From an optimization exercise on the open Yosys and OpenROAD flow, aimed at small area; shortcuts taken in it are not production practice. In this exercise RTL edits were held to simulation tests only and were not proved equivalent to the original. Power figures rest on the tool's default switching activity, not on a simulated workload.

$ cat flow/run.sh
#!/bin/bash
# The standard layout with two changes:
#  - synthesis maps logic with an area-oriented ABC script (flow/abc_area.script,
#    used through ABC_AREA=1 from a copy of the ORFS scripts folder); the rest of
#    the synthesis (synth_recipe.tcl, registers, flatten, renames) is unchanged;
#  - the port buffers use the smallest buffer cell (sky130_fd_sc_hd__buf_1).
set -euo pipefail
W=$PWD
rm -rf "$W/scripts_abc"
cp -r "$FLOW_HOME/scripts" "$W/scripts_abc"
cp "$W/flow/abc_area.script" "$W/scripts_abc/abc_area.script"
bash standard.sh "SCRIPTS_DIR=$W/scripts_abc" ABC_AREA=1 synth > standard_synth.log 2>&1
bash standard.sh "BUFFER_PORTS_ARGS=-buffer_cell sky130_fd_sc_hd__buf_1" finish > standard_layout.log 2>&1
$ cat flow/abc_area.script
&get -n
&st
&syn2
&dch -f
&nf -R 1000
&put
topo
$ cat standard.sh
#!/bin/bash
# synth_recipe.tcl (not shown) runs the flow's synth.tcl, then flattens the netlist and writes it again
# the make line also repeats each setting of config.mk as NAME=value (left out here)
make -C /OpenROAD-flow-scripts/flow DESIGN_CONFIG=/design/flow/config.mk WORK_HOME=/design/flow/orfs CLKGATE_MAP_FILE= SYNTH_SCRIPT=/design/flow/synth_recipe.tcl "${@:-finish}"
$ cat config.mk
export PLATFORM = sky130hd
export DESIGN_NAME = dtw_ctrl
export DESIGN_NICKNAME = dtw_ctrl
export VERILOG_FILES = /design/flow/design.v
export SDC_FILE = /design/flow/constraint.sdc
export NUM_CORES = 4
export LEC_CHECK = 0
export CAP_MARGIN = 20
export CORE_MARGIN = 2
export CORE_UTILIZATION = 40
export CTS_BUF_LIST = sky130_fd_sc_hd__clkbuf_16
export CTS_CLUSTER_DIAMETER = 80
export CTS_CLUSTER_SIZE = 20
export SLEW_MARGIN = 20
export SYNTH_MEMORY_MAX_BITS = 16384
$ cat constraint.sdc
create_clock -name core_clock -period 8.0 [get_ports {clk}]
set_input_delay 1.6000 -clock core_clock [delete_from_list [all_inputs] [get_ports {clk}]]
set_output_delay 1.6000 -clock core_clock [all_outputs]
set_load 0.01 [all_outputs]
$ cat design.v
package dtw_pkg;
    typedef enum logic [1:0] {
        PH_IDLE = 2'd0,
        PH_DC   = 2'd1,
        PH_BT   = 2'd2
    } phase_t;
    typedef logic [5:0] step_t;
    typedef logic [30-1:0] sample_t;
    typedef logic [10-1:0] mem_addr_t;
    typedef logic [4:0] tmpl_idx_t;
    typedef logic [2*6-1:0] src_t;
    typedef logic [3*6-1:0] sel_t;
endpackage
module dtw_phase_fsm (
    input  logic            clk,
    input  logic            nrst,
    input  logic            i_valid,
    input  logic            i_bt_end,
    output dtw_pkg::phase_t o_phase,
    output dtw_pkg::step_t  o_step,
    output logic            o_ready,
    output logic            o_dc_ena,
    output logic            o_bt_ena
);
    dtw_pkg::phase_t phase_nxt;
    always_comb begin
        phase_nxt = o_phase;
        case (o_phase)
            dtw_pkg::PH_IDLE: if (i_valid) phase_nxt = dtw_pkg::PH_DC;
            dtw_pkg::PH_DC: begin
                if (o_step == dtw_pkg::step_t'(40)) begin
                    phase_nxt = dtw_pkg::PH_BT;
                end
            end
            dtw_pkg::PH_BT: if (i_bt_end) phase_nxt = dtw_pkg::PH_IDLE;
            default: phase_nxt = dtw_pkg::PH_IDLE;
        endcase
    end
    always_ff @(posedge clk or negedge nrst) begin
        if (!nrst) begin
            o_phase <= dtw_pkg::PH_IDLE;
        end else begin
            o_phase <= phase_nxt;
        end
    end
    always_ff @(posedge clk or negedge nrst) begin
        if (!nrst) begin
            o_step <= '0;
        end else if (o_phase == dtw_pkg::PH_IDLE || phase_nxt == dtw_pkg::PH_IDLE) begin
            o_step <= '0;
        end else if (o_phase == dtw_pkg::PH_DC && phase_nxt == dtw_pkg::PH_BT) begin
            o_step <= dtw_pkg::step_t'(20);
        end else begin
            o_step <= o_step + 6'd1;
        end
    end
    assign o_ready  = (o_phase == dtw_pkg::PH_IDLE);
    assign o_dc_ena = (o_phase == dtw_pkg::PH_DC);
    assign o_bt_ena = (o_phase == dtw_pkg::PH_BT);
endmodule
module dtw_cell_schedule (
    input  logic           clk,
    input  logic           nrst,
    input  dtw_pkg::step_t i_step,
    output dtw_pkg::src_t  o_tsrc,
    output dtw_pkg::src_t  o_rsrc,
    output dtw_pkg::sel_t  o_sel0,
    output dtw_pkg::sel_t  o_sel1,
    output dtw_pkg::sel_t  o_sel2
);
    logic [1:0] st0;
    logic [2:0] st1;
    logic [2:0] st2;
    logic [2:0] st3;
    logic [2:0] st4;
    logic [2:0] st5;
    always_ff @(posedge clk or negedge nrst) begin
        if (!nrst) st0 <= 2'd3;
        else begin
            case (i_step)
                6'd15: st0 <= 2'd0;
                6'd17, 6'd19, 6'd21, 6'd23: st0 <= 2'd1;
                default: ;
            endcase
        end
    end
    always_ff @(posedge clk or negedge nrst) begin
        if (!nrst) st1 <= 3'd3;
        else begin
            case (i_step)
                6'd7: st1 <= 3'd7;
                6'd9, 6'd11, 6'd29, 6'd31: st1 <= 3'd5;
                6'd12: st1 <= 3'd6;
                6'd13, 6'd15, 6'd17, 6'd19, 6'd21, 6'd23, 6'd25, 6'd27: st1 <= 3'd1;
                6'd14, 6'd26: st1 <= 3'd4;
                6'd16, 6'd18, 6'd20, 6'd22, 6'd24: st1 <= 3'd0;
                default: ;
            endcase
        end
    end
    always_ff @(posedge clk or negedge nrst) begin
        if (!nrst) st2 <= 3'd1;
        else begin
            case (i_step)
                6'd1: st2 <= 3'd7;
                6'd3, 6'd37: st2 <= 3'd6;
                6'd4: st2 <= 3'd3;
                6'd5, 6'd7, 6'd9, 6'd11, 6'd13, 6'd15, 6'd17, 6'd19, 6'd21, 6'd23, 6'd25, 6'd27, 6'd29, 6'd31, 6'd33, 6'd35: st2 <= 3'd4;
                6'd6, 6'd34: st2 <= 3'd2;
                6'd8, 6'd10, 6'd12, 6'd14, 6'd16, 6'd18, 6'd20, 6'd22, 6'd24, 6'd26, 6'd28, 6'd30, 6'd32: st2 <= 3'd0;
                default: ;
            endcase
        end
    end
    always_ff @(posedge clk or negedge nrst) begin
        if (!nrst) st3 <= 3'd1;
        else begin
            case (i_step)
                6'd0: st3 <= 3'd3;
                6'd1: st3 <= 3'd2;
                6'd2, 6'd4, 6'd6, 6'd8, 6'd10, 6'd12, 6'd14, 6'd16, 6'd18, 6'd20, 6'd22, 6'd24, 6'd26, 6'd28, 6'd30, 6'd32, 6'd34, 6'd36, 6'd38: st3 <= 3'd0;
                6'd3, 6'd37: st3 <= 3'd6;
                6'd5, 6'd7, 6'd9, 6'd11, 6'd13, 6'd15, 6'd17, 6'd19, 6'd21, 6'd23, 6'd25, 6'd27, 6'd29, 6'd31, 6'd33, 6'd35: st3 <= 3'd4;
                default: ;
            endcase
        end
    end
    always_ff @(posedge clk or negedge nrst) begin
        if (!nrst) st4 <= 3'd1;
        else begin
            case (i_step)
                6'd4: st4 <= 3'd7;
                6'd6, 6'd34: st4 <= 3'd6;
                6'd7: st4 <= 3'd3;
                6'd8, 6'd10, 6'd12, 6'd14, 6'd16, 6'd18, 6'd20, 6'd22, 6'd24, 6'd26, 6'd28, 6'd30, 6'd32: st4 <= 3'd4;
                6'd9, 6'd11, 6'd29, 6'd31: st4 <= 3'd2;
                6'd13, 6'd15, 6'd17, 6'd19, 6'd21, 6'd23, 6'd25, 6'd27: st4 <= 3'd0;
                default: ;
            endcase
        end
    end
    always_ff @(posedge clk or negedge nrst) begin
        if (!nrst) st5 <= 3'd1;
        else begin
            case (i_step)
                6'd12: st5 <= 3'd7;
                6'd14, 6'd26: st5 <= 3'd6;
                6'd15: st5 <= 3'd3;
                6'd16, 6'd18, 6'd20, 6'd22, 6'd24: st5 <= 3'd4;
                6'd17, 6'd19, 6'd21, 6'd23: st5 <= 3'd2;
                default: ;
            endcase
        end
    end
    always_comb begin
        case (st0)
            2'd0: begin o_tsrc[1:0] = 2'd2; o_rsrc[1:0] = 2'd1; o_sel0[2:0] = 3'd6; o_sel1[2:0] = 3'd4; o_sel2[2:0] = 3'd6; end
            2'd1: begin o_tsrc[1:0] = 2'd2; o_rsrc[1:0] = 2'd1; o_sel0[2:0] = 3'd5; o_sel1[2:0] = 3'd4; o_sel2[2:0] = 3'd6; end
            2'd2: begin o_tsrc[1:0] = 2'd0; o_rsrc[1:0] = 2'd0; o_sel0[2:0] = 3'd4; o_sel1[2:0] = 3'd7; o_sel2[2:0] = 3'd7; end
            2'd3: begin o_tsrc[1:0] = 2'd0; o_rsrc[1:0] = 2'd0; o_sel0[2:0] = 3'd7; o_sel1[2:0] = 3'd7; o_sel2[2:0] = 3'd7; end
        endcase
        case (st1)
            3'd0: begin o_tsrc[3:2] = 2'd1; o_rsrc[3:2] = 2'd0; o_sel0[5:3] = 3'd4; o_sel1[5:3] = 3'd4; o_sel2[5:3] = 3'd5; end
            3'd1: begin o_tsrc[3:2] = 2'd0; o_rsrc[3:2] = 2'd1; o_sel0[5:3] = 3'd4; o_sel1[5:3] = 3'd3; o_sel2[5:3] = 3'd4; end
            3'd2: begin o_tsrc[3:2] = 2'd1; o_rsrc[3:2] = 2'd0; o_sel0[5:3] = 3'd7; o_sel1[5:3] = 3'd0; o_sel2[5:3] = 3'd6; end
            3'd3: begin o_tsrc[3:2] = 2'd0; o_rsrc[3:2] = 2'd0; o_sel0[5:3] = 3'd7; o_sel1[5:3] = 3'd7; o_sel2[5:3] = 3'd7; end
            3'd4: begin o_tsrc[3:2] = 2'd2; o_rsrc[3:2] = 2'd0; o_sel0[5:3] = 3'd4; o_sel1[5:3] = 3'd4; o_sel2[5:3] = 3'd6; end
            3'd5: begin o_tsrc[3:2] = 2'd2; o_rsrc[3:2] = 2'd1; o_sel0[5:3] = 3'd4; o_sel1[5:3] = 3'd3; o_sel2[5:3] = 3'd6; end
            3'd6: begin o_tsrc[3:2] = 2'd2; o_rsrc[3:2] = 2'd0; o_sel0[5:3] = 3'd6; o_sel1[5:3] = 3'd4; o_sel2[5:3] = 3'd6; end
            3'd7: begin o_tsrc[3:2] = 2'd2; o_rsrc[3:2] = 2'd1; o_sel0[5:3] = 3'd6; o_sel1[5:3] = 3'd3; o_sel2[5:3] = 3'd6; end
        endcase
        case (st2)
            3'd0: begin o_tsrc[5:4] = 2'd1; o_rsrc[5:4] = 2'd0; o_sel0[8:6] = 3'd3; o_sel1[8:6] = 3'd3; o_sel2[8:6] = 3'd4; end
            3'd1: begin o_tsrc[5:4] = 2'd0; o_rsrc[5:4] = 2'd0; o_sel0[8:6] = 3'd7; o_sel1[8:6] = 3'd7; o_sel2[8:6] = 3'd7; end
            3'd2: begin o_tsrc[5:4] = 2'd2; o_rsrc[5:4] = 2'd0; o_sel0[8:6] = 3'd3; o_sel1[8:6] = 3'd3; o_sel2[8:6] = 3'd6; end
            3'd3: begin o_tsrc[5:4] = 2'd2; o_rsrc[5:4] = 2'd0; o_sel0[8:6] = 3'd6; o_sel1[8:6] = 3'd3; o_sel2[8:6] = 3'd6; end
            3'd4: begin o_tsrc[5:4] = 2'd0; o_rsrc[5:4] = 2'd1; o_sel0[8:6] = 3'd3; o_sel1[8:6] = 3'd2; o_sel2[8:6] = 3'd3; end
            3'd5: begin o_tsrc[5:4] = 2'd0; o_rsrc[5:4] = 2'd1; o_sel0[8:6] = 3'd7; o_sel1[8:6] = 3'd6; o_sel2[8:6] = 3'd0; end
            3'd6: begin o_tsrc[5:4] = 2'd2; o_rsrc[5:4] = 2'd1; o_sel0[8:6] = 3'd3; o_sel1[8:6] = 3'd2; o_sel2[8:6] = 3'd6; end
            3'd7: begin o_tsrc[5:4] = 2'd2; o_rsrc[5:4] = 2'd1; o_sel0[8:6] = 3'd6; o_sel1[8:6] = 3'd2; o_sel2[8:6] = 3'd6; end
        endcase
        case (st3)
            3'd0: begin o_tsrc[7:6] = 2'd1; o_rsrc[7:6] = 2'd0; o_sel0[11:9] = 3'd2; o_sel1[11:9] = 3'd2; o_sel2[11:9] = 3'd3; end
            3'd1: begin o_tsrc[7:6] = 2'd0; o_rsrc[7:6] = 2'd0; o_sel0[11:9] = 3'd7; o_sel1[11:9] = 3'd7; o_sel2[11:9] = 3'd7; end
            3'd2: begin o_tsrc[7:6] = 2'd0; o_rsrc[7:6] = 2'd2; o_sel0[11:9] = 3'd6; o_sel1[11:9] = 3'd6; o_sel2[11:9] = 3'd2; end
            3'd3: begin o_tsrc[7:6] = 2'd2; o_rsrc[7:6] = 2'd2; o_sel0[11:9] = 3'd7; o_sel1[11:9] = 3'd6; o_sel2[11:9] = 3'd6; end
            3'd4: begin o_tsrc[7:6] = 2'd0; o_rsrc[7:6] = 2'd1; o_sel0[11:9] = 3'd2; o_sel1[11:9] = 3'd1; o_sel2[11:9] = 3'd2; end
            3'd5: begin o_tsrc[7:6] = 2'd0; o_rsrc[7:6] = 2'd1; o_sel0[11:9] = 3'd3; o_sel1[11:9] = 3'd4; o_sel2[11:9] = 3'd6; end
            3'd6: begin o_tsrc[7:6] = 2'd0; o_rsrc[7:6] = 2'd2; o_sel0[11:9] = 3'd2; o_sel1[11:9] = 3'd6; o_sel2[11:9] = 3'd2; end
            3'd7: begin o_tsrc[7:6] = 2'd2; o_rsrc[7:6] = 2'd2; o_sel0[11:9] = 3'd3; o_sel1[11:9] = 3'd6; o_sel2[11:9] = 3'd6; end
        endcase
        case (st4)
            3'd0: begin o_tsrc[9:8] = 2'd0; o_rsrc[9:8] = 2'd1; o_sel0[14:12] = 3'd1; o_sel1[14:12] = 3'd0; o_sel2[14:12] = 3'd1; end
            3'd1: begin o_tsrc[9:8] = 2'd0; o_rsrc[9:8] = 2'd0; o_sel0[14:12] = 3'd7; o_sel1[14:12] = 3'd7; o_sel2[14:12] = 3'd7; end
            3'd2: begin o_tsrc[9:8] = 2'd0; o_rsrc[9:8] = 2'd2; o_sel0[14:12] = 3'd1; o_sel1[14:12] = 3'd6; o_sel2[14:12] = 3'd1; end
            3'd3: begin o_tsrc[9:8] = 2'd0; o_rsrc[9:8] = 2'd2; o_sel0[14:12] = 3'd6; o_sel1[14:12] = 3'd6; o_sel2[14:12] = 3'd1; end
            3'd4: begin o_tsrc[9:8] = 2'd1; o_rsrc[9:8] = 2'd0; o_sel0[14:12] = 3'd1; o_sel1[14:12] = 3'd1; o_sel2[14:12] = 3'd2; end
            3'd5: begin o_tsrc[9:8] = 2'd1; o_rsrc[9:8] = 2'd0; o_sel0[14:12] = 3'd7; o_sel1[14:12] = 3'd6; o_sel2[14:12] = 3'd4; end
            3'd6: begin o_tsrc[9:8] = 2'd1; o_rsrc[9:8] = 2'd2; o_sel0[14:12] = 3'd1; o_sel1[14:12] = 3'd6; o_sel2[14:12] = 3'd2; end
            3'd7: begin o_tsrc[9:8] = 2'd1; o_rsrc[9:8] = 2'd2; o_sel0[14:12] = 3'd6; o_sel1[14:12] = 3'd6; o_sel2[14:12] = 3'd2; end
        endcase
        case (st5)
            3'd0: begin o_tsrc[11:10] = 2'd0; o_rsrc[11:10] = 2'd0; o_sel0[17:15] = 3'd0; o_sel1[17:15] = 3'd0; o_sel2[17:15] = 3'd1; end
            3'd1: begin o_tsrc[11:10] = 2'd0; o_rsrc[11:10] = 2'd0; o_sel0[17:15] = 3'd7; o_sel1[17:15] = 3'd7; o_sel2[17:15] = 3'd7; end
            3'd2: begin o_tsrc[11:10] = 2'd0; o_rsrc[11:10] = 2'd2; o_sel0[17:15] = 3'd0; o_sel1[17:15] = 3'd6; o_sel2[17:15] = 3'd0; end
            3'd3: begin o_tsrc[11:10] = 2'd0; o_rsrc[11:10] = 2'd2; o_sel0[17:15] = 3'd6; o_sel1[17:15] = 3'd6; o_sel2[17:15] = 3'd0; end
            3'd4: begin o_tsrc[11:10] = 2'd1; o_rsrc[11:10] = 2'd0; o_sel0[17:15] = 3'd0; o_sel1[17:15] = 3'd0; o_sel2[17:15] = 3'd1; end
            3'd5: begin o_tsrc[11:10] = 2'd1; o_rsrc[11:10] = 2'd0; o_sel0[17:15] = 3'd7; o_sel1[17:15] = 3'd7; o_sel2[17:15] = 3'd7; end
            3'd6: begin o_tsrc[11:10] = 2'd1; o_rsrc[11:10] = 2'd2; o_sel0[17:15] = 3'd0; o_sel1[17:15] = 3'd6; o_sel2[17:15] = 3'd1; end
            3'd7: begin o_tsrc[11:10] = 2'd1; o_rsrc[11:10] = 2'd2; o_sel0[17:15] = 3'd6; o_sel1[17:15] = 3'd6; o_sel2[17:15] = 3'd1; end
        endcase
    end
endmodule
module dtw_ref_window (
    input  logic             clk,
    input  logic             nrst,
    input  dtw_pkg::step_t   i_step,
    input  dtw_pkg::sample_t i_r,
    output dtw_pkg::sample_t o_r
);
    localparam int NSLOT = 7;
    dtw_pkg::sample_t win0;
    dtw_pkg::sample_t slot [NSLOT];
    logic [NSLOT-1:0] wr_en;    
    logic [NSLOT-1:0] rd_slot;  
    logic             rd_win0;
    always_ff @(posedge clk) begin
        win0 <= i_r;
    end
    always_comb begin
        wr_en = '0;
        case (i_step)
            6'd7,  6'd14, 6'd35: wr_en[0] = 1'b1;
            6'd8,  6'd15, 6'd36: wr_en[1] = 1'b1;
            6'd2,  6'd9,  6'd16, 6'd37: wr_en[2] = 1'b1;
            6'd3,  6'd10, 6'd17, 6'd38: wr_en[3] = 1'b1;
            6'd4,  6'd11, 6'd18, 6'd39: wr_en[4] = 1'b1;
            6'd5,  6'd12, 6'd19, 6'd40: wr_en[5] = 1'b1;
            6'd6,  6'd13, 6'd34: wr_en[6] = 1'b1;
            default: ;
        endcase
    end
    always_ff @(posedge clk) begin
        for (int j = 0; j < NSLOT; j++) begin
            if (wr_en[j]) slot[j] <= win0;
        end
    end
    always_comb begin
        rd_win0 = 1'b0;
        rd_slot = '0;
        case (i_step)
            6'd0, 6'd1:   rd_win0    = 1'b1;
            6'd11, 6'd23: rd_slot[0] = 1'b1;
            6'd12, 6'd26: rd_slot[1] = 1'b1;
            6'd3, 6'd14, 6'd29: rd_slot[2] = 1'b1;
            6'd4, 6'd15, 6'd31: rd_slot[3] = 1'b1;
            6'd6, 6'd17, 6'd34: rd_slot[4] = 1'b1;
            6'd7, 6'd19, 6'd37: rd_slot[5] = 1'b1;
            6'd9, 6'd21:  rd_slot[6] = 1'b1;
            default: ;
        endcase
    end
    logic             hold;
    dtw_pkg::sample_t nxt;
    assign hold = ~(rd_win0 | (|rd_slot));
    dtw_ref_pick u_pick (
        .i_sel ({rd_slot, rd_win0, hold}),
        .i_d   ({slot[6], slot[5], slot[4], slot[3], slot[2], slot[1], slot[0], win0, o_r}),
        .o_d   (nxt)
    );
    always_ff @(posedge clk or negedge nrst) begin
        if (!nrst) begin
            o_r <= '0;
        end else begin
            o_r <= nxt;
        end
    end
endmodule
module dtw_ref_pick (
    input  logic [8:0]                     i_sel,
    input  logic [9*30-1:0]     i_d,
    output logic [30-1:0]       o_d
);
    always_comb begin
        o_d = '0;
        for (int j = 0; j < 9; j++) begin
            o_d = o_d | ({30{i_sel[j]}} & i_d[j*30 +: 30]);
        end
    end
endmodule
module dtw_tmpl_fetch (
    input  logic               clk,
    input  dtw_pkg::phase_t    i_phase,
    input  dtw_pkg::step_t     i_step,
    input  dtw_pkg::sample_t   i_t,
    output dtw_pkg::sample_t   o_t,
    output dtw_pkg::mem_addr_t o_addr,
    output logic               o_wr
);
    dtw_pkg::tmpl_idx_t tmpl_idx;
    always_ff @(posedge clk) begin
        o_t <= i_t;
    end
    always_comb begin
        tmpl_idx = '0;
        if (i_phase == dtw_pkg::PH_DC) begin
            case (i_step)
                6'd0:    tmpl_idx = 5'd1;
                6'd2:    tmpl_idx = 5'd2;
                6'd3:    tmpl_idx = 5'd3;
                6'd5:    tmpl_idx = 5'd4;
                6'd6:    tmpl_idx = 5'd5;
                6'd8:    tmpl_idx = 5'd6;
                6'd10:   tmpl_idx = 5'd7;
                6'd11:   tmpl_idx = 5'd8;
                6'd13:   tmpl_idx = 5'd9;
                6'd14:   tmpl_idx = 5'd10;
                6'd16:   tmpl_idx = 5'd11;
                6'd18:   tmpl_idx = 5'd12;
                6'd20:   tmpl_idx = 5'd13;
                6'd22:   tmpl_idx = 5'd14;
                6'd25:   tmpl_idx = 5'd15;
                6'd28:   tmpl_idx = 5'd16;
                6'd30:   tmpl_idx = 5'd17;
                6'd33:   tmpl_idx = 5'd18;
                6'd36:   tmpl_idx = 5'd19;
                default: tmpl_idx = '0;
            endcase
        end
    end
    assign o_wr   = (i_phase == dtw_pkg::PH_BT);
    assign o_addr = o_wr ? dtw_pkg::mem_addr_t'(i_step) : dtw_pkg::mem_addr_t'(tmpl_idx);
endmodule
module dtw_ctrl (
    input  logic               clk,
    input  logic               nrst,
    input  logic               i_valid,
    input  logic               i_bt_end,
    input  dtw_pkg::sample_t   i_r,
    input  dtw_pkg::sample_t   i_t,
    output logic               o_ready,
    output logic               o_dc_ena,
    output logic               o_bt_ena,
    output dtw_pkg::mem_addr_t o_addr,
    output logic               o_wr,
    output dtw_pkg::sample_t   o_r,
    output dtw_pkg::sample_t   o_t,
    output dtw_pkg::src_t      o_tsrc,
    output dtw_pkg::src_t      o_rsrc,
    output dtw_pkg::sel_t      o_sel0,
    output dtw_pkg::sel_t      o_sel1,
    output dtw_pkg::sel_t      o_sel2
);
    dtw_pkg::phase_t phase;
    dtw_pkg::step_t  step;
    dtw_phase_fsm u_fsm (
        .clk      (clk),
        .nrst     (nrst),
        .i_valid  (i_valid),
        .i_bt_end (i_bt_end),
        .o_phase  (phase),
        .o_step   (step),
        .o_ready  (o_ready),
        .o_dc_ena (o_dc_ena),
        .o_bt_ena (o_bt_ena)
    );
    dtw_cell_schedule u_sched (
        .clk    (clk),
        .nrst   (nrst),
        .i_step (step),
        .o_tsrc (o_tsrc),
        .o_rsrc (o_rsrc),
        .o_sel0 (o_sel0),
        .o_sel1 (o_sel1),
        .o_sel2 (o_sel2)
    );
    dtw_ref_window u_rwin (
        .clk    (clk),
        .nrst   (nrst),
        .i_step (step),
        .i_r    (i_r),
        .o_r    (o_r)
    );
    dtw_tmpl_fetch u_tfetch (
        .clk     (clk),
        .i_phase (phase),
        .i_step  (step),
        .i_t     (i_t),
        .o_t     (o_t),
        .o_addr  (o_addr),
        .o_wr    (o_wr)
    );
endmodule
==> reports/results.ini, run 1 <==
[pwr]
ir_drop_uv = 180.7
leakage_uw = 0.004911
power.density_mw_per_mm2 = 392.0

[route]
route.met2.wl_um = 12630
dr.max_layer_used = met4
drt_iter0_drc = 823
ant_nets = 0
wl_per_cell_um = 19.39
met3_length_um = 2072
vias = 7572
met1Wirelength_um = 12260
vias_per_cell = 5.344
dr.pass1.iters = 6
remaining_drc_errors = 0
wl_um = 27470

[sta]
fin_crit_sh = 0.5543
setup_viol = 0
slew_viol_final = 0
fin_ws_ns = 3.565
tightest_slew_ns = 0.9302
worst_hold_slack_ns = 0.4743
grt_setup_unrepaired = false
setup_tns_ns = 0
skew_ns = 0.01917
max_slew_margin = 0.3799
hold_violations = 0
max_freq_mhz = 225.5
period_needed_ns = 4.435

[clock_network]
numCtsBuffers = 21
cts.sinks = 325
cts_buffer_depth = 3
clkSlewWorstSetupHoldPaths_ns = 0.08
cts_tree = built
cts_hold_buf = 0
worstSkewPairLatency_ns = 0.52
cts_setup_buffers = 0
post_cts_resized = 0
h-tree-depth = 1
cts_root_buf = clkbuf_16

[worst_setup_path]
worstPathArrival_ns = 2.83
path_max_fanout = 28
cpPeakStageDelay_ns = 0.96
crit_buf_inv = 2
path_delay_family = flip-flops
crit_path_start = u_fsm.o_step[2]
worst_ep_required_time_ns = 6.40
path_class = reg -> out
setup.worst_path.start_class = flip-flop
slowest_stage = dfrtp_1
crit_top_cell = a21oi_1
r2r-start = u_fsm.o_step[2]
endpoint_kind = output pin
crit_chain = clkinv_1, nand2_1, a21oi_1, a21oi_1, o2111ai_1, nand3_1, o21ai_0, buf_1

[synthesis]
ys_async_sr_fraction = 0.1692
syn_area_per_cell_um2 = 14.99
synth.area.top_cells = edfxtp_1 53%, dfxtp_1 10%, dfrtp_1 9.9%, a222oi_1 4.6%, nand2_1 2.6%
synth_top_area_frac = 0.5306
synth-edff-count = 210
synth_ff_type = edfxtp_1
synth_cell_types = 46
synth_seq_cells = 325
synthCells = 793
synth_seq_area_share = 0.7484
synth_largest_area_cell = edfxtp_1
yosys_warnings = 6
syn_area_mm2 = 0.01188

[floorplan]
die_w_um = 176.4
core-area_mm2 = 0.02948
die_area_mm2 = 0.03110
rows = 63
start_util = 0.4031
pin_count = 216
die_y_um = 176.4

[grt]
antenna_found_initial = 0
grt_pass1_wl_um = 41860
grt_max_degree = 56
first_global_vias = 7139
grt.total_usage = 0.1737
grt_overflow = 0

[worst_hold_path]
worst_hold_path_type = reg -> reg
hold_start = u_rwin.o_r[13]

[cells_and_area]
fill_cells = 2654
syn_to_final_growth_pct = 16.01
antennaDiodeCount = 0
final_layout_size_suffix_gt1_frac = 0.06719
final_area_mm2 = 0.01379
nNetsFinal = 1087

[job]
cap_violations = 0

[placement]
io_buffer_count = 194
dpl_cell_area_mm2 = 0.01317
dp_slack_ns = 3.935
gp_congestion = 0.8210
dpl.hpwl_um = 15550

[outcome]
outcome = finished clean

## layout by cell type (no fill, tap or decap), types with 17 or more instances in the layout
| master | n |
|---|---|
| a21oi_1 | 21 |
| nand3_1 | 21 |
| dfxtp_1 | 60 |
| a222oi_1 | 55 |
| nor2_1 | 41 |
| nand2_1 | 81 |
| clkbuf_16 | 21 |
| conb_1 | 21 |
| edfxtp_1 | 210 |
| a221oi_1 | 17 |
| clkinv_1 | 17 |
| buf_1 | 193 |
| buf_4 | 19 |
| dfrtp_1 | 47 |
## per-stage QoR
| step | util | instances | total power, uW |
|---|---|---|---|
| floorplan | - | 812 | 3708 |
| global placement | 0.4466 | 1379 | 4404 |
| detailed placement | 0.4466 | 1379 | 4438 |
| CTS | 0.4677 | 1417 | 5472 |
| global route | 0.4677 | 1417 | 5763 |
| finish | 0.4677 | 1417 | 5405 |
## per-layer routing
layer  up-vias  GRT usage
met2       361     0.2868
met1      3664     0.2439
met5         -          0
li1       3511          -
met3        36    0.02692
met4         0    0.03857
## synth_stat cells, drive strengths merged (4+ instances only)
| cell type | instances |
|---|---|
| a21o | 15 |
| a21oi | 21 |
| a221oi | 17 |
| a222oi | 55 |
| a22o | 7 |
| a22oi | 13 |
| a31oi | 6 |
| and2 | 6 |
| buf | 36 |
| clkinv | 17 |
| dfrtp | 47 |
| dfstp | 8 |
| dfxtp | 60 |
| edfxtp | 210 |
| ha | 11 |
| mux2i | 5 |
| nand2 | 81 |
| nand2b | 9 |
| nand3 | 21 |
| nand4 | 6 |
| nor2 | 45 |
| nor2b | 12 |
| nor3 | 12 |
| o21ai | 18 |
| o22a | 6 |
| o22ai | 4 |
| or2 | 8 |
## kinds of logic after synthesis
group / share of synthesized area
xor+xnor: 0.004423
mux: 0.005159
fa+ha+maj: 0.01158
compound gates: 0.1201
buf+inv: 0.02811
simple gates: 0.08160
flops: 0.7484
other cells: 0.0006319
## path summary, 6_finish.rpt
| kind | depth (start not counted) | to | slack (ns) |
|---|---|---|---|
| hold reg to reg | 2 | u_rwin.o_r[13] | 0.47 |
| setup reg to reg | 10 | u_rwin.o_r[27] | 3.89 |
| hold / removal | 2 | u_rwin.o_r[13] | 0.47 |
| min in group asynchronous | 2 | u_sched.st2[1] | 1.25 |
| setup / recovery | 8 | o_addr[0] | 3.57 |
| max in group asynchronous | 2 | u_rwin.o_r[4] | 6.25 |
## area by class of cell
cell class	instances	area [um2]	area share
Clock buffer	21	525.5	0.03812
Timing Repair Buffer	213	872.1	0.06325
Multi-Input combinational cell	434	2848	0.2066
Sequential cell	325	8894	0.6451
Clock inverter	17	96.34	0.006988
Tap cell	390	488.0	0.03539
Inverter	17	63.81	0.004628
## where the power goes
group / internal [uW] / switching, uW / total [uW]
logic: 623 / 1260 / 1880
registers: 2290 / 199 / 2490
clock network: 490 / 543 / 1030
total: 3400 / 2000 / 5410
## worst reg2reg max path: stages, from the launching register on
cell and delay (ns):
dfrtp_1 0.96, clkinv_1 0.42, ha_1 0.40, and3_1 0.21, a31o_2 0.48, nor3_1 0.29
nand2_1 0.08, nor4_2 0.55, buf_4 0.46, nand2_1 0.10, nand4_1 0.09
## flip-flops by register name, indices dropped and copies added (netlist names)
signal,count
u_tfetch.o_t,30
u_rwin.win0,30
u_fsm.o_phase,2
u_sched.st5,3
u_sched.st1,3
u_rwin.o_r,30
u_fsm.o_step,6
u_rwin.slot,210
u_sched.st2,3
u_sched.st4,3
u_sched.st0,2
u_sched.st3,3
==> run 2: changes to the inputs <==
--- a/design.v
+++ b/design.v
@@ -218,54 +218,50 @@
     input  dtw_pkg::sample_t i_r,
     output dtw_pkg::sample_t o_r
 );
-    localparam int NSLOT = 7;
+    localparam int NRING = 7;
     dtw_pkg::sample_t win0;
-    dtw_pkg::sample_t slot [NSLOT];
-    logic [NSLOT-1:0] wr_en;    
-    logic [NSLOT-1:0] rd_slot;  
+    dtw_pkg::sample_t ring [NRING];
+    logic             ins;
+    logic [NRING-1:0] rd_ring;   
     logic             rd_win0;
     always_ff @(posedge clk) begin
         win0 <= i_r;
     end
     always_comb begin
-        wr_en = '0;
         case (i_step)
-            6'd7,  6'd14, 6'd35: wr_en[0] = 1'b1;
-            6'd8,  6'd15, 6'd36: wr_en[1] = 1'b1;
-            6'd2,  6'd9,  6'd16, 6'd37: wr_en[2] = 1'b1;
-            6'd3,  6'd10, 6'd17, 6'd38: wr_en[3] = 1'b1;
-            6'd4,  6'd11, 6'd18, 6'd39: wr_en[4] = 1'b1;
-            6'd5,  6'd12, 6'd19, 6'd40: wr_en[5] = 1'b1;
-            6'd6,  6'd13, 6'd34: wr_en[6] = 1'b1;
-            default: ;
+            6'd2, 6'd3, 6'd4, 6'd5, 6'd6, 6'd7, 6'd8, 6'd9, 6'd10, 6'd11,
+            6'd12, 6'd13, 6'd14, 6'd15, 6'd16, 6'd17, 6'd18, 6'd19,
+            6'd34, 6'd35, 6'd36, 6'd37, 6'd38, 6'd39, 6'd40: ins = 1'b1;
+            default: ins = 1'b0;
         endcase
     end
     always_ff @(posedge clk) begin
-        for (int j = 0; j < NSLOT; j++) begin
-            if (wr_en[j]) slot[j] <= win0;
+        ring[0] <= ins ? win0 : ring[NRING-1];
+        for (int j = 1; j < NRING; j++) begin
+            ring[j] <= ring[j-1];
         end
     end
     always_comb begin
         rd_win0 = 1'b0;
-        rd_slot = '0;
+        rd_ring = '0;
         case (i_step)
-            6'd0, 6'd1:   rd_win0    = 1'b1;
-            6'd11, 6'd23: rd_slot[0] = 1'b1;
-            6'd12, 6'd26: rd_slot[1] = 1'b1;
-            6'd3, 6'd14, 6'd29: rd_slot[2] = 1'b1;
-            6'd4, 6'd15, 6'd31: rd_slot[3] = 1'b1;
-            6'd6, 6'd17, 6'd34: rd_slot[4] = 1'b1;
-            6'd7, 6'd19, 6'd37: rd_slot[5] = 1'b1;
-            6'd9, 6'd21:  rd_slot[6] = 1'b1;
+            6'd0, 6'd1:                 rd_win0    = 1'b1;
+            6'd3, 6'd4, 6'd21:          rd_ring[0] = 1'b1;
+            6'd6, 6'd7, 6'd23, 6'd34:   rd_ring[1] = 1'b1;
+            6'd9:                       rd_ring[2] = 1'b1;
+            6'd11, 6'd12, 6'd26, 6'd37: rd_ring[3] = 1'b1;
+            6'd14, 6'd15:               rd_ring[4] = 1'b1;
+            6'd17, 6'd29:               rd_ring[5] = 1'b1;
+            6'd19, 6'd31:               rd_ring[6] = 1'b1;
             default: ;
         endcase
     end
     logic             hold;
     dtw_pkg::sample_t nxt;
-    assign hold = ~(rd_win0 | (|rd_slot));
+    assign hold = ~(rd_win0 | (|rd_ring));
     dtw_ref_pick u_pick (
-        .i_sel ({rd_slot, rd_win0, hold}),
-        .i_d   ({slot[6], slot[5], slot[4], slot[3], slot[2], slot[1], slot[0], win0, o_r}),
+        .i_sel ({rd_ring, rd_win0, hold}),
+        .i_d   ({ring[6], ring[5], ring[4], ring[3], ring[2], ring[1], ring[0], win0, o_r}),
         .o_d   (nxt)
     );
     always_ff @(posedge clk or negedge nrst) begin
==> reports/results.ini, run 2 <==
[pwr]
leakage_uw = 0.004699
p_total_uw = 5927
ir_drop_uv = 239.7
power.density_mw_per_mm2 = 507.5

[grt]
grt_pass1_wl_um = 35540
grt_max_degree = 56
grt_overflow = 0
grt.total_usage = 0.1683
antenna_found_initial = 1
first_global_vias = 6533

[route]
drt_iter0_drc = 475
met1Wirelength_um = 10740
dr.max_layer_used = met5
dr.pass1.iters = 7
met3_length_um = 1516
vias = 6927
ant_nets = 0
wl_per_cell_um = 17.13
vias_per_cell = 5.185
wl_um = 22890
route.met2.wl_um = 10340
remaining_drc_errors = 0

[synthesis]
synth-edff-count = 0
ys_async_sr_fraction = 0.1692
synth_seq_area_share = 0.6805
syn_area_per_cell_um2 = 12.65
yosys_warnings = 6
synth.area.top_cells = dfxtp_1 54%, dfrtp_1 12%, a221o_1 4.2%, mux2_1 3.5%, a222oi_1 3.0%
synth_cell_types = 42
synth_top_area_frac = 0.5416
synth_largest_area_cell = dfxtp_1
synth_seq_cells = 325
syn_area_mm2 = 0.009981
synth_ff_type = dfxtp_1
synthCells = 789
post-synth-top-count-cell = dfxtp_1
yosys-top-cells-count = 270 x dfxtp_1, 48 x nor2_1, 47 x dfrtp_1, 46 x nand2_1, 42 x a221o_1

[sta]
setup_viol = 0
setup_tns_ns = 0
period_needed_ns = 4.551
max_slew_margin = 0.2932
max_freq_mhz = 219.7
slew_viol_final = 0
fin_crit_sh = 0.5689
grt_setup_unrepaired = false
skew_ns = 0.01591
hold_violations = 0
tightest_slew_ns = 1.058

[floorplan]
die_w_um = 162.0
start_util = 0.4092
pin_count = 216
rows = 57
core-area_mm2 = 0.02439
die_area_mm2 = 0.02623
die_y_um = 162.0

[worst_setup_path]
setup.worst_path.start_class = flip-flop
path_class = reg -> out
crit_chain = clkinv_1, nor2_1, nand2_1, nand4_1, nand3_1, o22ai_1, buf_1
endpoint_kind = output pin
r2r-start = u_fsm.o_step[2]
crit_path_start = u_fsm.o_step[2]
worst_ep_required_time_ns = 6.40
cpPeakStageDelay_ns = 0.85
worstPathArrival_ns = 2.95
path_max_fanout = 25
slowest_stage = dfrtp_1

[clock_network]
post_cts_resized = 0
cts.sinks = 325
clkSlewWorstSetupHoldPaths_ns = 0.08
cts_hold_buf = 0
numCtsBuffers = 21
h-tree-depth = 1
cts_buffer_depth = 3
cts_tree = built
worstSkewPairLatency_ns = 0.51
cts_setup_buffers = 0
cts_root_buf = clkbuf_16

[cells_and_area]
largest_reg_flops = 210
largest_register = u_rwin.ring
layout_common_cells = 270 x dfxtp_1, 193 x buf_1, 47 x dfrtp_1
final_layout_size_suffix_gt1_frac = 0.05435
syn_to_final_growth_pct = 17.01
antennaDiodeCount = 0
nNetsFinal = 1074
layout_commonest_cell = dfxtp_1

[outcome]
outcome = finished clean

[worst_hold_path]
hold_start = u_rwin.ring[0][23]
worst_hold_path_type = reg -> reg

[placement]
io_buffer_count = 194
dpl.hpwl_um = 13770
gp_congestion = 0.8973

[job]
cap_violations = 0

-- run 2: critical path, delay by kind of cell (launching register included) --
family,cells,cell delay (ns)
buffers and inverters,2,0.71
DFF,1,0.85
AOI/OAI and AO/OA,1,0.15
and+or+nand+nor,4,0.73
-- run 2: power breakdown --
part / switching [uW] / internal [uW]
combinational: 1200 / 852
clock: 537 / 489
sequential: 460 / 2390
total: 2200 / 3730
-- run 2: cells by family (layout without fill, tap and decap cells) --
logic type      Yosys count  in the layout  synth area share
simple gates            167            167           0.07672
xor+xnor                  7              7          0.006143
mux                      32             32           0.03598
compound gates          189            189            0.1516
other cells               2             21         0.0007524
flops                   325            325            0.6805
buf+inv                  56            260           0.03460
fa+ha+maj                11             11           0.01379
-- run 2: worst paths after layout --
path | endpoint | cells after the start | slack, ns
setup / recovery | o_addr[0] | 7 | 3.45
hold / removal | u_rwin.ring[1][23] | 0 | 0.35
hold reg to reg | u_rwin.ring[1][23] | 0 | 0.35
min in group asynchronous | u_sched.st1[2] | 2 | 1.25
setup reg to reg | u_rwin.o_r[1] | 8 | 3.84
max in group asynchronous | u_rwin.o_r[21] | 2 | 6.25
-- run 2: metal layers --
| metal | vias up | track usage |
|---|---|---|
| met2 | 292 | 0.2766 |
| met5 | - | 0 |
| met4 | 2 | 0.03339 |
| met3 | 29 | 0.02222 |
| li1 | 3313 | - |
| met1 | 3291 | 0.2401 |
-- run 2: final cells by class --
type,count,area (um2)
clock buffers,21,525.5
clock inverters,15,86.33
fillers,2264,12710
inverters,20,75.07
multi-input cells,427,2990
flip-flops and latches,325,6792
well taps,324,405.4
repair buffers,204,804.5
-- run 2: per-stage QoR --
step                      setup WS (ns)  hold slack, ns  instances  area (um2)  utilization
after floorplan                   2.793          0.3298        808       10050            -
after global placement            3.918          0.3316       1300       11070       0.4537
after detailed placement          3.861          0.3352       1300       11070       0.4537
after CTS                         3.481          0.3444       1336       11680       0.4788
after global routing              3.204          0.3385       1336       11680       0.4788
final                             3.449          0.3450       1336       11680       0.4788
==> run 3: changes to the inputs <==
==> config.mk (replaced) <==
export PLATFORM = sky130hd
export DESIGN_NAME = dtw_ctrl
export DESIGN_NICKNAME = dtw_ctrl
export VERILOG_FILES = /design/flow/design.v
export SDC_FILE = /design/flow/constraint.sdc
export NUM_CORES = 4
export LEC_CHECK = 0
export CAP_MARGIN = 0
export CORE_MARGIN = 2
export CORE_UTILIZATION = 40
export CTS_BUF_LIST = sky130_fd_sc_hd__clkbuf_16
export CTS_CLUSTER_DIAMETER = 80
export CTS_CLUSTER_SIZE = 25
export SLEW_MARGIN = 0
export SYNTH_MEMORY_MAX_BITS = 16384
==> reports/results.ini, run 3 <==
[sta]
max_slew_margin = 0.3088
period_needed_ns = 4.510
setup_viol = 0
fin_crit_sh = 0.5637
grt_setup_unrepaired = false
hold_violations = 0
skew_ns = 0.01008
setup_tns_ns = 0
slew_viol_final = 0
tightest_slew_ns = 1.034
max_freq_mhz = 221.7

[pwr]
power.density_mw_per_mm2 = 505.1
clkPwrFrac = 0.167
switching_share = 0.3728
p_int_uw = 3686
leakage_uw = 0.004667
power.switching_uw = 2191
seq_power_share = 0.484
comb_power_share = 0.349
ir_drop_uv = 236.7

[cells_and_area]
nNetsFinal = 1071
largest_register = u_rwin.ring
layout_commonest_cell = dfxtp_1
fill_cells = 2271
post-route-util = 0.4771
syn_to_final_growth_pct = 16.60
layout_common_cells = 270 x dfxtp_1, 193 x buf_1, 47 x dfrtp_1
largest_reg_flops = 210
final_area_mm2 = 0.01164
final_layout_size_suffix_gt1_frac = 0.05164
antennaDiodeCount = 0

[floorplan]
die_w_um = 162.0
pin_count = 216
die_area_mm2 = 0.02623
die_y_um = 162.0
core-area_mm2 = 0.02439
rows = 57
start_util = 0.4092

[job]
cap_violations = 0

[route]
wl_um = 22750
wl_per_cell_um = 17.09
ant_nets = 0
remaining_drc_errors = 0
drt_iter0_drc = 483
dr.pass1.iters = 5
vias = 6887
vias_per_cell = 5.174

[grt]
grt_pass1_wl_um = 35340
grt_overflow = 0
grt_max_degree = 56
grt.total_usage = 0.1677
first_global_vias = 6486
antenna_found_initial = 1

[placement]
gp_congestion = 0.8973
dpl_cell_area_mm2 = 0.01107
dpl.hpwl_um = 13770
io_buffer_count = 194

[worst_setup_path]
endpoint_kind = output pin
r2r_end = u_rwin.o_r[1]
worstPathArrival_ns = 2.91
path_class = reg -> out
endpoint = o_addr[0]
setup.worst_path.start_class = flip-flop
r2r_slack_ns = 3.86
crit_path_start = u_fsm.o_step[2]
worst_ep_required_time_ns = 6.40
r2r-start = u_fsm.o_step[2]
path_max_fanout = 25
ff2ff_path_depth = 8

[synthesis]
syn_area_per_cell_um2 = 12.65
synth_top_area_frac = 0.5416
yosys_warnings = 6
ys_async_sr_fraction = 0.1692
synth_largest_area_cell = dfxtp_1
synth_ff_type = dfxtp_1
syn_area_mm2 = 0.009981
synthCells = 789
synth-edff-count = 0
synth.area.top_cells = dfxtp_1 54%, dfrtp_1 12%, a221o_1 4.2%, mux2_1 3.5%, a222oi_1 3.0%
yosys-top-cells-count = 270 x dfxtp_1, 48 x nor2_1, 47 x dfrtp_1, 46 x nand2_1, 42 x a221o_1
synth_cell_types = 42
synth_seq_cells = 325
synth_seq_area_share = 0.6805
post-synth-top-count-cell = dfxtp_1

[clock_network]
clkSlewWorstSetupHoldPaths_ns = 0.09
numCtsBuffers = 18
cts_root_buf = clkbuf_16
cts_setup_buffers = 0
cts_buffer_depth = 3
cts.sinks = 325
h-tree-depth = 1
cts_tree = built
worstSkewPairLatency_ns = 0.50
post_cts_resized = 0
cts_hold_buf = 0

[outcome]
outcome = finished clean

[worst_hold_path]
worst_hold_path_type = reg -> reg

run 3: kinds of logic (layout without fill, tap and decap cells):
kind of cell	Yosys count	after routing	share of synthesized area
buffers and inverters	56	255	0.03460
other	2	21	0.0007524
AO/OA/AOI/OAI	189	189	0.1516
XOR/XNOR	7	7	0.006143
AND/OR/NAND/NOR	167	167	0.07672
multiplexers	32	32	0.03598
flip-flops	325	325	0.6805
adder cells (fa/ha/maj)	11	11	0.01379
run 3: worst min-delay path by stage:
stage / startpoint / end / slack [ns] / depth (start not counted)
4_1_cts: u_rwin.ring[5][7] / u_rwin.ring[6][7] / 0.35 / 0
3_3_place_gp: u_rwin.ring[5][13] / u_rwin.ring[6][13] / 0.33 / 0
6_report: u_rwin.ring[5][7] / u_rwin.ring[6][7] / 0.35 / 0
2_1_floorplan: u_rwin.ring[0][11] / u_rwin.ring[1][11] / 0.33 / 0
5_1_grt: u_rwin.ring[0][26] / u_rwin.ring[1][26] / 0.35 / 0
3_5_place_dp: u_rwin.ring[5][20] / u_rwin.ring[6][20] / 0.34 / 0
run 3: power groups by stage:
| stage | clock (uW) | combinational [uW] | sequential, uW |
|---|---|---|---|
| 2_1_floorplan | 0 | 1390 | 2780 |
| 3_3_place_gp | 0 | 2050 | 2850 |
| 3_5_place_dp | 0 | 2070 | 2870 |
| 4_1_cts | 1020 | 2070 | 2840 |
| 5_1_grt | 1080 | 2270 | 2940 |
| 6_report | 981 | 2050 | 2840 |
run 3: area by class of cell:
| class | instances | area [um2] | area share |
|---|---|---|---|
| Tap cell | 324 | 405.4 | 0.03484 |
| Clock buffer | 19 | 475.5 | 0.04086 |
| Timing Repair Buffer | 204 | 804.5 | 0.06913 |
| Clock inverter | 12 | 95.09 | 0.008171 |
| Inverter | 20 | 75.07 | 0.006451 |
| Sequential cell | 325 | 6792 | 0.5836 |
| Multi-Input combinational cell | 427 | 2990 | 0.2570 |
run 3: per-stage QoR:
step	worst slack, ns	power [uW]	std cells	hold WS, ns
after floorplan	2.793	4174	808	0.3298
after global placement	3.918	4906	1300	0.3316
after detailed placement	3.861	4941	1300	0.3352
after CTS	3.489	5930	1331	0.3495
after global routing	3.213	6283	1331	0.3544
final	3.490	5878	1331	0.3462
run 3: worst max-delay path, cell delays in order, from the launching register on:
cell and delay, ns:
dfrtp_1 0.85, clkinv_1 0.52, nor2_1 0.37, nand2_1 0.14
nand4_1 0.12, nand3_1 0.08, o22ai_1 0.15, buf_1 0.18
run 3: layer usage:
layer / up-vias / GRT usage / part of all wire
li1: 3307 / - / -
met1: 3275 / 0.2383 / 0.47
met2: 281 / 0.2764 / 0.45
met3: 22 / 0.02528 / 0.069
met4: 2 / 0.02856 / 0.0092
met5: - / 0 / 0.00057
==> run 4: changes to the inputs <==
--- a/config.mk
+++ b/config.mk
@@ -7,7 +7,7 @@
 export LEC_CHECK = 0
 export CAP_MARGIN = 0
 export CORE_MARGIN = 2
-export CORE_UTILIZATION = 40
+export CORE_UTILIZATION = 65
 export CTS_BUF_LIST = sky130_fd_sc_hd__clkbuf_16
 export CTS_CLUSTER_DIAMETER = 80
 export CTS_CLUSTER_SIZE = 25
==> reports/results.ini, run 4 <==
[outcome]
outcome = finished clean

[route]
vias_per_cell = 6.076
drt_iter0_drc = 794
ant_nets = 0
dr.pass1.iters = 6
remaining_drc_errors = 0
wl_um = 24780
wl_per_cell_um = 20.87
vias = 7212

[worst_setup_path]
path_delay_family = flip-flops
r2r_end = u_rwin.o_r[3]
setup.worst_path.start_class = flip-flop
cpPeakStageDelay_ns = 0.91
path_max_fanout = 25
crit_buf_inv = 2
ff2ff_path_depth = 8
path_class = reg -> out
r2r_slack_ns = 4.05
crit_chain = clkinv_1, nor2_1, nand2_1, nand4_1, nand3_1, o22ai_1, buf_1
slowest_stage = dfrtp_1
r2r-start = u_fsm.o_step[2]
worstPathArrival_ns = 3.12
worst_ep_required_time_ns = 6.40
endpoint_kind = output pin

[cells_and_area]
largest_register = u_rwin.ring
fill_cells = 1001
layout_commonest_cell = dfxtp_1
largest_reg_flops = 210
syn_to_final_growth_pct = 13.63
final_layout_size_suffix_gt1_frac = 0.04505
nNetsFinal = 1068
layout_common_cells = 270 x dfxtp_1, 193 x buf_1, 47 x dfrtp_1
antennaDiodeCount = 0

[clock_network]
cts.sinks = 325
cts_buffer_depth = 3
cts_hold_buf = 0
cts_root_buf = clkbuf_16
worstSkewPairLatency_ns = 0.49
post_cts_resized = 0
cts_setup_buffers = 0
h-tree-depth = 1
cts_tree = built
clkSlewWorstSetupHoldPaths_ns = 0.09
numCtsBuffers = 16

[floorplan]
die_w_um = 127.9
pin_count = 216
core-area_mm2 = 0.01509
die_y_um = 127.9
start_util = 0.6614
rows = 45
die_area_mm2 = 0.01636

[sta]
tightest_slew_ns = 1.168
hold_violations = 0
period_needed_ns = 4.715
fin_crit_sh = 0.5894
setup_tns_ns = 0
max_slew_margin = 0.2193
grt_setup_unrepaired = false
skew_ns = 0.01193
slew_viol_final = 0
max_freq_mhz = 212.1
setup_viol = 0

[grt]
grt_pass1_wl_um = 38960
first_global_vias = 7204
antenna_found_initial = 0
grt_overflow = 0
grt.total_usage = 0.3010
grt_max_degree = 56

[synthesis]
synth-edff-count = 0
synth_largest_area_cell = dfxtp_1
synth.area.top_cells = dfxtp_1 54%, dfrtp_1 12%, a221o_1 4.2%, mux2_1 3.5%, a222oi_1 3.0%
yosys-top-cells-count = 270 x dfxtp_1, 48 x nor2_1, 47 x dfrtp_1, 46 x nand2_1, 42 x a221o_1
post-synth-top-count-cell = dfxtp_1
synth_ff_type = dfxtp_1
synth_seq_cells = 325
syn_area_per_cell_um2 = 12.65
synthCells = 789
yosys_warnings = 6
synth_seq_area_share = 0.6805
synth_cell_types = 42
synth_top_area_frac = 0.5416
ys_async_sr_fraction = 0.1692
syn_area_mm2 = 0.009981

[pwr]
clkPwrFrac = 0.145
p_total_uw = 5869
comb_power_share = 0.362
power.switching_uw = 2247
switching_share = 0.3829
p_int_uw = 3622
ir_drop_uv = 316.6
leakage_uw = 0.004604
power.density_mw_per_mm2 = 517.5
seq_power_share = 0.492

[placement]
io_buffer_count = 194
dpl.hpwl_um = 15460
gp_congestion = 0.8953

[worst_hold_path]
hold_depth = 0
worst_hold_path_type = reg -> reg
min_to = u_rwin.ring[6][8]
hold_start = u_rwin.ring[5][8]

[job]
cap_violations = 0

==> run 4: cell counts after synthesis <==
Identical to the previous run, type by type.
==> run 4: power by group through the flow <==
| stage | sequential, uW | combinational [uW] | clock [uW] |
|---|---|---|---|
| 2_1_floorplan | 2780 | 1390 | 0 |
| 4_1_cts | 2870 | 2120 | 864 |
| 3_5_place_dp | 2890 | 2100 | 0 |
| 6_report | 2890 | 2130 | 853 |
| 5_1_grt | 2960 | 2320 | 923 |
| 3_3_place_gp | 2820 | 2040 | 0 |
==> run 4: cells by family (layout without fill, tap and decap cells) <==
| family | Yosys count | after routing | synth area share |
|---|---|---|---|
| adder cells (fa/ha/maj) | 11 | 11 | 0.01379 |
| XOR/XNOR | 7 | 7 | 0.006143 |
| AO/OA/AOI/OAI | 189 | 189 | 0.1516 |
| flip-flops | 325 | 325 | 0.6805 |
| other | 2 | 21 | 0.0007524 |
| buffers and inverters | 56 | 247 | 0.03460 |
| multiplexers | 32 | 32 | 0.03598 |
| AND/OR/NAND/NOR | 167 | 167 | 0.07672 |
==> run 4: metal layers <==
layer / wire length (um) / global-route usage
met1: 9868 / 0.3863
met2: 12490 / 0.5282
met3: 2034 / 0.05217
met4: 386 / 0.08662
met5: 0 / 0
==> run 4: cell type report <==
cell class              instances  area, um2  share of cell area
inverters                      20      75.07            0.006620
flip-flops and latches        325       6792              0.5989
multi-input cells             427       2990              0.2637
clock buffers                  17      425.4             0.03751
repair buffers                203      797.0             0.07028
well taps                     188      235.2             0.02074
clock inverters                 7      26.28            0.002317
==> run 4: metrics by stage <==
step / util / hold WS (ns) / instance area [um2] / cells / setup slack, ns
global placement: 0.7216 / 0.3331 / 10890 / 1163 / 3.877
detailed placement: 0.7216 / 0.3376 / 10890 / 1163 / 3.876
finish: 0.7516 / 0.3468 / 11340 / 1187 / 3.285
global route: 0.7516 / 0.3455 / 11340 / 1187 / 3.001
CTS: 0.7516 / 0.3495 / 11340 / 1187 / 3.343
floorplan: - / 0.3298 / 10050 / 808 / 2.793
==> run 4: worst max-delay path by stage <==
| stage | start | end | cells past startpoint |
|---|---|---|---|
| 3_5_place_dp | u_fsm.o_step[2] | o_addr[0] | 7 |
| 6_report | u_fsm.o_step[2] | o_addr[0] | 7 |
| 3_3_place_gp | u_fsm.o_step[2] | o_addr[0] | 7 |
| 2_1_floorplan | u_fsm.o_step[0] | u_rwin.o_r[0] | 8 |
| 4_1_cts | u_fsm.o_step[2] | o_addr[0] | 7 |
| 5_1_grt | u_fsm.o_step[2] | o_addr[0] | 7 |
==> run 5: changes to the inputs <==
--- a/config.mk
+++ b/config.mk
@@ -9,7 +9,8 @@
 export CORE_MARGIN = 2
 export CORE_UTILIZATION = 65
 export CTS_BUF_LIST = sky130_fd_sc_hd__clkbuf_16
-export CTS_CLUSTER_DIAMETER = 80
-export CTS_CLUSTER_SIZE = 25
+export CTS_CLUSTER_DIAMETER = 60
+export CTS_CLUSTER_SIZE = 30
+export PLACE_DENSITY = 0.75
 export SLEW_MARGIN = 0
 export SYNTH_MEMORY_MAX_BITS = 16384
==> reports/results.ini, run 5 <==
[grt]
met3_usage = 0.04424
antenna_found_initial = 0
first_global_vias = 7246
grt_max_degree = 56
grt.busiest_layer = met2
grt_pass1_wl_um = 38580
use_met1 = 0.3826
grt_overflow = 0
grt.total_usage = 0.2986
gr-usage-met2 = 0.5137

[worst_setup_path]
path_max_fanout = 25
crit_chain = clkinv_1, nor2_1, nand2_1, nand4_1, nand3_1, o22ai_1, buf_1
worstPathArrival_ns = 3.15
cpPeakStageDelay_ns = 0.87
path_class = reg -> out
setup.worst_path.start_class = flip-flop
slowest_stage = dfrtp_1
worst_ep_required_time_ns = 6.40
endpoint_kind = output pin

[synthesis]
post-synth-top-count-cell = dfxtp_1
synthXorXnorAreaFrac = 0.006143
synthCells = 789
synthMuxAreaShare = 0.03598
synth_ff_type = dfxtp_1
ys_async_sr_fraction = 0.1692
synth_seq_area_share = 0.6805
syn_area_mm2 = 0.009981
yosys_warnings = 6
syn_area_per_cell_um2 = 12.65
synth_top_area_frac = 0.5416
synth_compound_area_frac = 0.1516
synth_top_family_by_area = compound AO/OA/AOI/OAI gates
synth_cell_types = 42
synth-edff-count = 0
synth_largest_area_cell = dfxtp_1
synth.area.top_cells = dfxtp_1 54%, dfrtp_1 12%, a221o_1 4.2%, mux2_1 3.5%, a222oi_1 3.0%
yosys-top-cells-count = 270 x dfxtp_1, 48 x nor2_1, 47 x dfrtp_1, 46 x nand2_1, 42 x a221o_1
synth_seq_cells = 325
synthAdderAreaFrac = 0.01379
synth_simple_gate_area_share = 0.07672

[floorplan]
core-area_mm2 = 0.01509
die_y_um = 127.9
start_util = 0.6614
die_w_um = 127.9
pin_count = 216
rows = 45
die_area_mm2 = 0.01636

[cells_and_area]
fill_cells = 1013
largest_register = u_rwin.ring
syn_to_final_growth_pct = 14.35
multi_input_area_mm2 = 0.002990
final_layout_size_suffix_gt1_frac = 0.04985
largest_reg_flops = 210
ff_latch_area_mm2 = 0.006792
nNetsFinal = 1068
antennaDiodeCount = 0
layout_commonest_cell = dfxtp_1
layout_common_cells = 270 x dfxtp_1, 193 x buf_1, 47 x dfrtp_1

[route]
remaining_drc_errors = 0
wl_um = 24660
vias_per_cell = 6.086
vias = 7248
dr.pass1.iters = 8
drt_iter0_drc = 696
wl_per_cell_um = 20.71
ant_nets = 0

[clock_network]
cts.sinks = 325
cts_buffer_depth = 3
cts_setup_buffers = 0
cts_root_buf = clkbuf_16
cts_tree = built
cts_hold_buf = 0
post_cts_resized = 0
numCtsBuffers = 16
worstSkewPairLatency_ns = 0.51
clkSlewWorstSetupHoldPaths_ns = 0.11
h-tree-depth = 1

[sta]
fin_ws_ns = 3.251
hold_violations = 0
fin_crit_sh = 0.5936
skew_ns = 0.03418
grt_setup_unrepaired = false
tightest_slew_ns = 1.148
period_needed_ns = 4.749
max_slew_margin = 0.2330
slew_viol_final = 0
setup_viol = 0
max_freq_mhz = 210.6
setup_tns_ns = 0

[placement]
dpl.hpwl_um = 15170
gp_congestion = 0.8317
dp_slack_ns = 3.831
io_buffer_count = 194

[pwr]
ir_drop_uv = 356.0
leakage_uw = 0.004635
power.density_mw_per_mm2 = 520.1

[worst_hold_path]
worst_hold_path_type = reg -> reg

[job]
cap_violations = 0

[outcome]
outcome = finished clean

[run 5: cell counts after synthesis]
No cell type changed its count.
[run 5: critical path: cells and delay by family (launching register included)]
kind	cells	cell delay, ns
AOI/OAI and AO/OA	1	0.23
DFF	1	0.87
buffers and inverters	2	0.78
and+or+nand+nor	4	0.76
[run 5: path summary, 6_finish.rpt]
path	slack, ns	start	depth (start not counted)	to
max in group asynchronous	6.19	nrst	2	u_fsm.o_step[4]
min reg2reg	0.35	u_rwin.ring[2][25]	0	u_rwin.ring[3][25]
min	0.35	u_rwin.ring[2][25]	0	u_rwin.ring[3][25]
min in group asynchronous	1.23	nrst	2	u_sched.st3[1]
max reg2reg	3.92	u_fsm.o_step[2]	8	u_rwin.o_r[18]
max	3.25	u_fsm.o_step[2]	7	o_addr[0]
[run 5: kinds of logic after synthesis]
logic type / Yosys count
adder cells (fa/ha/maj): 11
multiplexers: 32
XOR/XNOR: 7
AO/OA/AOI/OAI: 189
other: 2
flip-flops: 325
buffers and inverters: 56
AND/OR/NAND/NOR: 167
[run 5: through the flow]
| step | utilization | hold slack [ns] | instances | instance area, um2 | power, uW |
|---|---|---|---|---|---|
| 2_1_floorplan | - | 0.3298 | 808 | 10050 | 4174 |
| 4_1_cts | 0.7564 | 0.3492 | 1191 | 11410 | 5921 |
| 3_3_place_gp | 0.7216 | 0.3324 | 1163 | 10890 | 4851 |
| 6_report | 0.7564 | 0.3505 | 1191 | 11410 | 5936 |
| 3_5_place_dp | 0.7216 | 0.3376 | 1163 | 10890 | 4971 |
| 5_1_grt | 0.7564 | 0.3545 | 1191 | 11410 | 6262 |
[run 5: power breakdown]
group	total, uW	switching [uW]	internal (uW)	leakage, uW
logic	2110	1260	850	0.00143
registers	2890	510	2380	0.00292
clock network	933	524	409	0.000278
[run 5: layout make-up]
cell class,instances,share of cell area
Multi-Input combinational cell,427,0.2620
Clock buffer,17,0.03727
Clock inverter,11,0.008660
Timing Repair Buffer,203,0.06983
Tap cell,188,0.02061
Sequential cell,325,0.5950
Inverter,20,0.006578
[run 5: routing by layer]
metal | share of wire | vias up
met2 | 0.50 | 350
met4 | 0.025 | 0
met3 | 0.067 | 55
met1 | 0.41 | 3568
met5 | 0 | -
li1 | - | 3275
==> run 6: changes to the inputs <==
==> flow/run.sh (replaced) <==
#!/bin/bash
# The standard layout with these changes:
#  - synthesis (hierarchical, as config.mk sets) maps each module's logic with
#    an area-oriented ABC script: flow/abc_s14.script for dtw_ref_pick,
#    dtw_ref_window and dtw_tmpl_fetch, flow/abc_area.script for the other
#    modules. It runs from a copy of the ORFS scripts folder whose synth.tcl
#    differs only in that abc call; the rest of the synthesis (synth_recipe.tcl,
#    registers, flatten, renames) is unchanged;
#  - the port buffers use the smallest buffer cell (sky130_fd_sc_hd__buf_1).
set -euo pipefail
W=$PWD
S="$W/scripts_abc"
rm -rf "$S"
cp -r "$FLOW_HOME/scripts" "$S"
cp "$W/flow/abc_area.script" "$S/abc_area.script"
cp "$W/flow/abc_s14.script" "$S/abc_s14.script"
python3 - "$S/synth.tcl" <<'PY'
import sys
p = sys.argv[1]
s = open(p).read()
old = "  log_cmd abc {*}$abc_args\n"
assert s.count(old) == 1
new = """  set abc_s14_args [lreplace $abc_args 1 1 $::env(SCRIPTS_DIR)/abc_s14.script]
  log_cmd abc {*}$abc_s14_args dtw_ref_pick dtw_ref_window dtw_tmpl_fetch
  log_cmd abc {*}$abc_args dtw_ref_pick dtw_ref_window dtw_tmpl_fetch %u %u %n
"""
open(p, "w").write(s.replace(old, new))
PY
bash standard.sh "SCRIPTS_DIR=$S" ABC_AREA=1 synth > standard_synth.log 2>&1
bash standard.sh "BUFFER_PORTS_ARGS=-buffer_cell sky130_fd_sc_hd__buf_1" finish > standard_layout.log 2>&1
==> flow/abc_s14.script (new file) <==
strash
&get -n
&fraig -x
&put
scorr
dc2
dretime
strash
&get -n
&dch -f
&nf
&put
--- a/config.mk
+++ b/config.mk
@@ -9,8 +9,9 @@
 export CORE_MARGIN = 2
 export CORE_UTILIZATION = 65
 export CTS_BUF_LIST = sky130_fd_sc_hd__clkbuf_16
-export CTS_CLUSTER_DIAMETER = 60
-export CTS_CLUSTER_SIZE = 30
-export PLACE_DENSITY = 0.75
+export CTS_CLUSTER_DIAMETER = 80
+export CTS_CLUSTER_SIZE = 25
 export SLEW_MARGIN = 0
+export SYNTH_HIERARCHICAL = 1
 export SYNTH_MEMORY_MAX_BITS = 16384
+export SYNTH_MINIMUM_KEEP_SIZE = 0
==> reports/results.ini, run 6 <==
[outcome]
outcome = finished clean

[synthesis]
yosys_warnings = 12
synth.area.top_cells = dfxtp_1 55%, dfrtp_1 12%, a222oi_1 9.2%, mux2_1 3.5%, buf_4 2.7%
synth_simple_gate_area_share = 0.08037
synth_cell_types = 51
synth_seq_cells = 325
synthCells = 750
synth-edff-count = 0
yosys-top-cells-count = 270 x dfxtp_1, 90 x a222oi_1, 47 x dfrtp_1, 35 x buf_4, 33 x nand3_1
synth_largest_area_cell = dfxtp_1
synthXorXnorAreaFrac = 0.006231
synth_ff_type = dfxtp_1
synth_top_area_frac = 0.5493
synthAdderAreaFrac = 0.01272
synth_seq_area_share = 0.6902
ys_async_sr_fraction = 0.1692
syn_area_mm2 = 0.009839
synth_top_family_by_area = compound AO/OA/AOI/OAI gates

[route]
remaining_drc_errors = 0
wl_um = 21860
ant_nets = 0
dr.pass1.iters = 7
vias = 6953
drt_iter0_drc = 889

[clock_network]
numCtsBuffers = 17
post_cts_resized = 0
cts_root_buf = clkbuf_16
worstSkewPairLatency_ns = 0.50
cts_tree = built
cts_buffer_depth = 3
cts_setup_buffers = 0
cts.sinks = 325
clkSlewWorstSetupHoldPaths_ns = 0.10

[worst_setup_path]
r2r_end = u_rwin.o_r[9]
worstPathArrival_ns = 2.89
endpoint_kind = output pin
path_max_fanout = 25
path_class = reg -> out
ff2ff_path_depth = 7
slowest_stage = dfrtp_1
cpPeakStageDelay_ns = 0.86
setup.worst_path.start_class = flip-flop
r2r-start = u_fsm.o_step[2]
worst_ep_required_time_ns = 6.40

[floorplan]
start_util = 0.6719
core-area_mm2 = 0.01464
die_y_um = 127.0

[sta]
tightest_slew_ns = 1.100
skew_ns = 0.01816
slew_viol_final = 0
max_freq_mhz = 222.6
grt_setup_unrepaired = false
fin_crit_sh = 0.5614
period_needed_ns = 4.491
max_slew_margin = 0.2669

[pwr]
power.density_mw_per_mm2 = 480.4
leakage_uw = 0.004459
ir_drop_uv = 299.4
p_total_uw = 5399

[grt]
first_global_vias = 6861
grt.total_usage = 0.2645
grt_max_degree = 56

[cells_and_area]
antennaDiodeCount = 0
nNetsFinal = 1032
largest_reg_flops = 210
post-route-util = 0.7675
syn_to_final_growth_pct = 14.23
layout_commonest_cell = dfxtp_1

[placement]
dpl.hpwl_um = 12840

[worst_hold_path]
hold_start = u_rwin.ring[4][25]
worst_hold_path_type = reg -> reg

-- run 6: worst max path at each step --
stage / from / to / slack [ns]
after floorplan: u_fsm.o_step[0] / u_rwin.o_r[0] / 0.66
after global placement: u_fsm.o_step[1] / o_addr[2] / 4.24
after detailed placement: u_fsm.o_step[1] / o_addr[1] / 4.10
after CTS: u_fsm.o_step[1] / o_addr[1] / 3.55
after global routing: u_fsm.o_step[1] / o_addr[1] / 3.21
final: u_fsm.o_step[1] / o_addr[1] / 3.51
-- run 6: power by group --
| group | switching (uW) | internal, uW | leakage, uW |
|---|---|---|---|
| combinational | 964 | 688 | 0.00126 |
| sequential | 486 | 2370 | 0.00292 |
| clock | 492 | 400 | 0.000275 |
-- run 6: final cells by class --
cell class              count  area (um2)  share of cell area
well taps                 184       230.2             0.02048
clock inverters            12       70.07            0.006234
multi-input cells         386        2820              0.2509
inverters                  22       82.58            0.007347
flip-flops and latches    325        6792              0.6043
repair buffers            206       819.5             0.07292
clock buffers              17       425.4             0.03785
-- run 6: critical path, delay by kind of cell (launching register included) --
kind / cells / cell delay [ns]
flip-flops: 1 / 0.86
AO/OA/AOI/OAI: 2 / 0.44
buffers and inverters: 2 / 0.41
AND/OR/NAND/NOR: 2 / 0.37
adder cells (fa/ha/maj): 1 / 0.30
-- run 6: layer usage --
layer  GRT usage  part of all wire  vias up
met3     0.03727             0.071       30
li1            -                 -     3201
met4     0.07304             0.014        0
met2      0.4494              0.48      335
met1      0.3610              0.43     3387
met5           0                 0        -
-- run 6: kinds of logic after synthesis --
family	count (synthesis)
DFF	325
AOI/OAI and AO/OA	159
and+or+nand+nor	157
buffers and inverters	57
muxes	32
adders and majority gates	10
xor gates and xnor gates	7
other	3
-- run 6: modules after synthesis, one instance, submodules excluded, excerpt --
| module | copies in the design | cells | cell area, um2 | flops+latches |
|---|---|---|---|---|
| dtw_cell_schedule | 1 | 174 | 1359 | 17 |
| dtw_phase_fsm | 1 | 38 | 384.1 | 8 |
| dtw_ref_pick | 1 | 120 | 1051 | 0 |
| dtw_ref_window | 1 | 330 | 6097 | 270 |
| dtw_tmpl_fetch | 1 | 88 | 948.4 | 30 |
-- run 6: per-stage QoR --
stage / cell area [um2] / hold WS [ns] / setup slack [ns] / std cells
5_1_grt: 11240 / 0.3507 / 3.213 / 1152
4_1_cts: 11240 / 0.3506 / 3.551 / 1152
3_5_place_dp: 10740 / 0.3360 / 4.097 / 1123
2_1_floorplan: 9907 / 0.3298 / 0.6598 / 768
3_3_place_gp: 10740 / 0.3313 / 4.241 / 1123
6_report: 11240 / 0.3494 / 3.509 / 1152

Check on run 6: ideal ports give 3.509 ns setup slack; a clkbuf_16 on the clock port and buf_2 on the inputs give 3.468 ns; moving port delays by the midpoint clock arrival (0.531 ns) as well gives 3.999 ns.
